This design comes from an exercise in tuning for small area, a short achievable clock period and few clock cycles on the open sky130 flow, not from production work.
No functional check of the RTL was part of this run.
Power is estimated from default activity; no workload was simulated.

==> design.v <==
module fixed_partition_fit_allocator_unit (
   input  logic        clock,
   input  logic        reset,
   input  logic        csr_wr_en,
   input  logic [0:0]  csr_index,
   input  logic [4:0]  csr_wdata,
   input  logic        req_valid,
   output logic        req_stall,
   input  logic [20:0] req_payload,
   output logic        rsp_valid,
   input  logic        rsp_stall,
   output logic [20:0] rsp_payload
);
   localparam int N = 16;
   logic            pol_nf_q;           
   logic            pol_next_q;
   logic            pol_best_q;
   logic            pol_worst_q;
   logic [4:0]      count_q;
   logic [3:0]      ptr_q;              
   logic [N-1:0]    start_q;            
   logic [N-1:0]    used_q;
   logic [15:0]     size_q [N];
   logic            v1_q, op1_q;
   logic [3:0]      idx1_q;
   logic [15:0]     w1_q;
   logic [N-1:0]    ge1_q;              
   logic [N-1:0]    le1_q;              
   logic            v2_q, gr2_q;
   logic [N-1:0]    pick2_q;            
   logic [15:0]     b2_q;               
   logic            rsp_valid_q;
   logic [20:0]     rsp_q;
   logic freeze, accept;
   assign freeze    = rsp_valid_q & rsp_stall;
   assign req_stall = freeze;
   assign accept    = req_valid & ~freeze & ~reset;
   logic        in_op;
   logic [15:0] in_w;
   assign in_op = req_payload[20];
   assign in_w  = req_payload[15:0];
   logic [N-1:0] act;
   always_comb
      for (int i = 0; i < N; i++) act[i] = (count_q > 5'(i));
   logic         ld1;                   
   logic         fge, fle;
   logic [N-1:0] ge, le;
   assign ld1 = v1_q & ~op1_q;
   assign fge = (w1_q >= in_w);
   assign fle = (w1_q <= in_w);
   always_comb
      for (int i = 0; i < N; i++) begin
         if (ld1 && idx1_q == 4'(i)) begin
            ge[i] = fge;
            le[i] = fle;
         end else begin
            ge[i] = (size_q[i] >= in_w);
            le[i] = (size_q[i] <= in_w);
         end
         ge[i] = ge[i] & (act[i] | ~in_op);
      end
   always_ff @(posedge clock) begin
      if (reset) v1_q <= 1'b0;
      else if (!freeze) v1_q <= accept;
   end
   always_ff @(posedge clock)
      if (!freeze) begin
         op1_q  <= in_op;
         idx1_q <= req_payload[19:16];
         w1_q   <= in_w;
         ge1_q  <= ge;
         le1_q  <= le;
      end
   logic [N-1:0] ld2;
   logic         do_req2;
   assign do_req2 = v1_q & op1_q & ~freeze;
   always_comb
      for (int i = 0; i < N; i++) ld2[i] = ld1 & ~freeze & (idx1_q == 4'(i));
   always_ff @(posedge clock)
      for (int i = 0; i < N; i++)
         if (ld2[i]) size_q[i] <= w1_q;
   logic [N-1:0] le_m [N];
   logic [N-1:0] ge_m [N];
   for (genvar i = 0; i < N; i++) begin : g_row
      for (genvar j = i + 1; j < N; j++) begin : g_col
         always_ff @(posedge clock) begin
            if (ld2[i]) begin
               le_m[i][j] <= ge1_q[j];
               ge_m[i][j] <= le1_q[j];
            end else if (ld2[j]) begin
               le_m[i][j] <= le1_q[i];
               ge_m[i][j] <= ge1_q[i];
            end
         end
      end
   end
   logic [N-1:0] fit;
   logic [N-1:0] beats [N];
   logic [N-1:0] win;
   logic         any_fit;
   assign fit     = ge1_q & ~used_q;
   assign any_fit = |fit;
   always_comb begin
      for (int i = 0; i < N; i++) beats[i] = '0;
      for (int i = 0; i < N; i++)
         for (int j = i + 1; j < N; j++) begin
            beats[i][j] = (pol_nf_q    & (start_q[i] | ~start_q[j]))
                        | (pol_best_q  & le_m[i][j])
                        | (pol_worst_q & ge_m[i][j]);
            beats[j][i] = ~beats[i][j];
         end
      for (int i = 0; i < N; i++) begin
         win[i] = fit[i];
         for (int j = 0; j < N; j++)
            if (j != i) win[i] = win[i] & (~fit[j] | beats[i][j]);
      end
   end
   logic [N-1:0] win_ge;                 
   logic [3:0]   win_idx;
   always_comb begin
      win_ge[0] = win[0];
      for (int i = 1; i < N; i++) win_ge[i] = win_ge[i-1] | win[i];
      win_idx = '0;
      for (int i = 0; i < N; i++)
         if (win[i]) win_idx = win_idx | 4'(i);
   end
   always_ff @(posedge clock) begin
      if (reset) used_q <= '0;
      else used_q <= (used_q | (win & {N{do_req2}})) & ~ld2;
   end
   logic [N-1:0] start_therm;
   logic [1:0]   new_pol;
   logic [4:0]   new_count;
   always_comb begin
      for (int i = 0; i < N; i++) start_therm[i] = (4'(i) >= ptr_q);
      new_pol   = (csr_index == 1'b0) ? csr_wdata[1:0]
                : {pol_next_q | pol_worst_q, pol_best_q | pol_worst_q};
      new_count = (csr_index == 1'b1) ? csr_wdata : count_q;
   end
   always_ff @(posedge clock) begin
      if (reset) begin
         pol_nf_q    <= 1'b1;
         pol_next_q  <= 1'b0;
         pol_best_q  <= 1'b0;
         pol_worst_q <= 1'b0;
         count_q     <= 5'd16;
         ptr_q       <= 4'd0;
         start_q     <= '1;
      end else if (csr_wr_en) begin
         pol_nf_q    <= (new_pol == 2'd0) | (new_pol == 2'd2);
         pol_next_q  <= (new_pol == 2'd2);
         pol_best_q  <= (new_pol == 2'd1);
         pol_worst_q <= (new_pol == 2'd3);
         count_q     <= new_count;
         start_q     <= ((new_pol == 2'd2) && ({1'b0, ptr_q} < new_count)) ? start_therm : '1;
      end else if (do_req2 && pol_next_q && any_fit) begin
         ptr_q   <= win_idx;
         start_q <= win_ge;
      end
   end
   always_ff @(posedge clock) begin
      if (reset) v2_q <= 1'b0;
      else if (!freeze) v2_q <= v1_q;
   end
   always_ff @(posedge clock)
      if (!freeze) begin
         gr2_q   <= ~op1_q | any_fit;
         pick2_q <= op1_q ? win : ld2;
         b2_q    <= op1_q ? w1_q : 16'd0;
      end
   logic [3:0]  idx3;
   logic [15:0] size3;
   always_comb begin
      idx3  = '0;
      size3 = '0;
      for (int i = 0; i < N; i++) begin
         if (pick2_q[i]) idx3 = idx3 | 4'(i);
         size3 = size3 | (size_q[i] & {16{pick2_q[i]}});
      end
   end
   always_ff @(posedge clock) begin
      if (reset) rsp_valid_q <= 1'b0;
      else if (!freeze) rsp_valid_q <= v2_q;
   end
   always_ff @(posedge clock)
      if (!freeze) rsp_q <= gr2_q ? {1'b1, idx3, size3 - b2_q} : 21'd0;
   assign rsp_valid   = rsp_valid_q;
   assign rsp_payload = rsp_q;
endmodule
==> run.sh <==
#!/bin/bash
# synth_recipe.tcl (not shown) runs the flow's synth.tcl, then flattens the netlist and writes it again
# the make line also repeats each setting of config.mk as NAME=value (left out here)
make -C /OpenROAD-flow-scripts/flow DESIGN_CONFIG=/design/flow/config.mk WORK_HOME=/design/flow/orfs CLKGATE_MAP_FILE= SYNTH_SCRIPT=/design/flow/synth_recipe.tcl finish
==> config.mk <==
export PLATFORM = sky130hd
export DESIGN_NAME = fixed_partition_fit_allocator_unit
export DESIGN_NICKNAME = fixed_partition_fit_allocator_unit
export VERILOG_FILES = /design/flow/design.v
export SDC_FILE = /design/flow/constraint.sdc
export NUM_CORES = 4
export LEC_CHECK = 0
export CAP_MARGIN = 20
export CORE_MARGIN = 2
export CORE_UTILIZATION = 40
export PLACE_DENSITY = 0.6
export SETUP_SLACK_MARGIN = 2.0
export SLEW_MARGIN = 20
==> constraint.sdc <==
create_clock -name core_clock -period 5.0 [get_ports {clock}]
set_input_delay 1.0000 -clock core_clock [delete_from_list [all_inputs] [get_ports {clock}]]
set_output_delay 1.0000 -clock core_clock [all_outputs]
set_load 0.01 [all_outputs]
==> summary.txt <==
Placed design
  • I/O Buffers: 54
  • Gpl congestion: 1.06
  • Dpl cells: 4324
  • DP HPWL: 111000 µm

Yosys
  • Post-synth top area share: 49.9%
  • #FFs+latches synth: 651
  • Ys async rst share: 0%
  • Area leader, netlist: edfxtp_1
  • EDFF count, synth: 603
  • Syn_area_per_cell: 11.5 µm²
  • Post-Synthesis Cells: 3156
  • Area contributors post-synth: edfxtp_1, ha_1, a21o_1
  • Post-synthesis sequential area ratio: 52.6%
  • Syn nets: 3479
  • Synthesized area: 36300 µm²
  • Synth cell types: 73
  • Syn. warnings: 5
  • Prevailing post-synth register cell: edfxtp_1

Layout
  • Commonest cells after routing, fill and taps aside: edfxtp_1, buf_4, ha_1, a21o_1, nand2_1
  • Fraction of layout cells with a size suffix above 1: 19.4%
  • Filler cells: 8034
  • Leading cell type in the layout, fill and taps excluded: edfxtp_1
  • Reg area: 19100 µm²
  • Area Overhead vs Synth: 21.7%
  • Layout net count: 3770
  • Post-Layout Cell Count: 4686
  • Multi-input logic area: 16800 µm²

Power and ir drop
  • Leak: 18.3 nW
  • Pwr dens: 346 nW/µm²
  • Pwr Total: 15.3 mW
  • Worst VDD drop: 0.275 mV

STA
  • Max Slew Vio Count: 0
  • Tmin final: 3.69 ns
  • Worst Tran Pin Value: 1.10 ns
  • Max-slew headroom: 26.4%
  • Final-report hold violation count: 0
  • F_max: 271 MHz
  • Fin Setup TNS: 0 ns
  • Final setup vio count: 0
  • Unrepaired setup endpoints after global routing: yes
  • Tcrit/Tclk final: 73.9%
  • Clk_skew: 0.0273 ns
  • Hold_ws: 0.452 ns

Floorplan
  • Initial Utilization: 40.3%
  • Core region area: 90000 µm²
  • Site Rows: 110
  • IO Count: 55
  • Die Wd: 305 µm
  • Die height: 305 µm
  • Die Area: 93100 µm²

Worst setup path
  • Critical Path RT: 5.40 ns
  • Reg2Reg Depth: 14
  • R2R setup slack: 1.31 ns
  • Startpoint Class: flip-flop
  • Worst R2R Start: pick2_q[1]$_DFFE_PN_
  • CP arrival: 4.10 ns
  • Worst Setup Path Type: reg2reg
  • CP Capture Type: flip-flop
  • Critical path peak fanout: 5
  • RR Endpoint: rsp_q[15]$_SDFFCE_PN0N_

GRT
  • Vias in the first global route: 29400
  • First-pass GRT wire length: 225000 µm
  • Largest net degree at the start of global routing: 42
  • Gr ovfl total: 0
  • Total GRT Usage: 34.0%
  • Antenna violations before repair: 7

CTS
  • Htree depth: 3
  • Clk sinks: 651
  • CTS tree: done
  • Worst skew pair latency: 0.66 ns
  • Root buf cell: clkbuf_16
  • CTS clk-pin slew, worst paths: 0.06 ns
  • Num CTS Buffers: 77
  • Clk buf depth: 3

Drt
  • Antenna Nets Post-Route: 0
  • Iteration count of the initial detailed-routing pass: 9
  • First-iteration detailed-routing DRC count: 5599
  • WL final: 163000 µm
  • WL/cell: 34.8 µm
  • DRC: 0
  • Total number of vias: 31600
  • Via/cell ratio: 6.75

Worst hold path
  • HP Class: reg2reg
  • Cells on Worst Hold Path: 2
  • Hold EP: v2_q$_SDFFE_PP0N_
  • Hold Path Origin: v2_q$_SDFFE_PP0N_

Flow run
  • Max-Cap Viols: 0

Status
  • Status: timing/DRC/antenna clean
cell families (layout without fill, tap and decap cells):
family / Yosys count / after routing / synth area share, %
buffers and inverters: 305 / 655 / 3.59
AND/OR/NAND/NOR: 854 / 856 / 12.0
multiplexers: 8 / 8 / 0.231
XOR/XNOR: 10 / 10 / 0.241
AO/OA/AOI/OAI: 1037 / 1037 / 21.3
other: 0 / 2 / 0
adder cells (fa/ha/maj): 291 / 291 / 10.1
flip-flops: 651 / 651 / 52.6
what timing repair did:
item                       in CTS  in global routing
pin swaps                      74                 75
setup endpoints to repair     339                358
gates cloned                    2                  3
gates resized for setup       186                119
hold buffers                    0                  0
setup buffers                 149                 63
synthesized netlist by cell type (18+ instances only):
master,number
nand2b_1,133
ha_1,290
buf_2,18
a21o_1,270
nor2b_1,82
o22ai_1,43
o21ai_0,79
and2_1,28
a211oi_1,61
o2bb2ai_1,20
nor4_1,21
inv_1,80
edfxtp_1,603
nand2_1,263
clkbuf_1,160
buf_1,22
a2111oi_0,18
a22o_1,105
nor2_1,114
a221oi_1,76
a21oi_1,127
nand4_1,77
o21a_1,59
nor3_1,56
dfxtp_1,48
a222oi_1,77
a22oi_1,31
nand3_1,42
flip-flops by register name, summed over array words and instances (netlist names), 5 cells and up:
name     cells
used_q      16
count_q      5
ge_m       120
w1_q        16
le_m       120
le1_q       16
b2_q        16
size_q     256
rsp_q       21
ge1_q       16
pick2_q     16
start_q     16
where the power goes:
| group | internal [mW] | switching, mW |
|---|---|---|
| registers | 6.18 | 0.190 |
| clock network | 3.31 | 2.40 |
| logic | 1.35 | 1.83 |
worst max path at each step:
stage                          from                       to  slack (ns)
6_report       pick2_q[1]$_DFFE_PN_  rsp_q[15]$_SDFFCE_PN0N_        1.31
5_1_grt        pick2_q[1]$_DFFE_PN_  rsp_q[14]$_SDFFCE_PN0N_        1.26
4_1_cts        pick2_q[1]$_DFFE_PN_  rsp_q[14]$_SDFFCE_PN0N_        1.45
3_5_place_dp         req_payload[1]      ge1_q[11]$_DFFE_PN_        0.67
3_3_place_gp         req_payload[1]      ge1_q[11]$_DFFE_PN_        0.69
2_1_floorplan        req_payload[9]       ge1_q[6]$_DFFE_PN_        1.81
critical path, cell delays in order, from the launching register on:
cell and delay [ns]:
edfxtp_1 0.55, buf_6 0.22, buf_6 0.12, a221oi_4 0.29, nand4_1 0.49, ha_4 0.43, buf_6 0.11, buf_6 0.11
o21ai_4 0.07, a21oi_4 0.09, o41ai_4 0.26, o211ai_1 0.16, a311oi_2 0.29, xnor2_1 0.10, and2_1 0.15
per-stage QoR:
stage	worst slack [ns]	area [µm²]	util, %
4_1_cts	1.45	43200	47.9
3_5_place_dp	0.667	38600	42.9
2_1_floorplan	1.81	36500	-
5_1_grt	1.26	44200	49.1
3_3_place_gp	0.687	38600	42.9
6_report	1.31	44200	49.1
area by class of cell:
cell class | instances | share of cell area (%)
clock buffer | 98 | 4.80
sequential | 651 | 43.3
timing repair buffer | 427 | 8.74
tap | 1176 | 3.33
multi-input combinational | 2202 | 38.0
timing repair inverter | 2 | 0.0227
antenna | 2 | 0.0113
clock inverter | 42 | 0.858
inverter | 86 | 0.960
layer usage:
metal | track usage, % | vias to the layer above | wire length (µm)
met1 | 47.1 | 15500 | 62100
met4 | 15.4 | 4 | 8760
met3 | 10.1 | 489 | 24400
li1 | - | 13000 | -
met2 | 48.9 | 2589 | 67800
met5 | 0 | - | 23

static timing again, ports no longer ideal:
The results above use ideal ports. As a check the final layout listed here was re-extracted and re-timed, cells and wires unchanged. Step 1 (the two cells are an assumption about what drives the block):
set clk [get_ports {clock}]
set_driving_cell -lib_cell sky130_fd_sc_hd__clkbuf_16 $clk
set_driving_cell -lib_cell sky130_fd_sc_hd__buf_2 [delete_from_list [all_inputs] $clk]
Step 2 also shifts input and output timing later by t, the mid clock arrival at the registers, as if the neighbouring blocks saw the same clock. Slacks: ideal ports / drivers / drivers and shift; pairs: ideal ports / drivers.
t (ns): 0.714
setup WS [ns]: 1.305 / 1.305 / 1.305
hold slack, ns: 0.452 / 0.452 / 0.452
After both steps this run still meets setup and hold. The setup slack of this run moves by 0.000 ns with the drivers and by 0.000 ns with both steps.
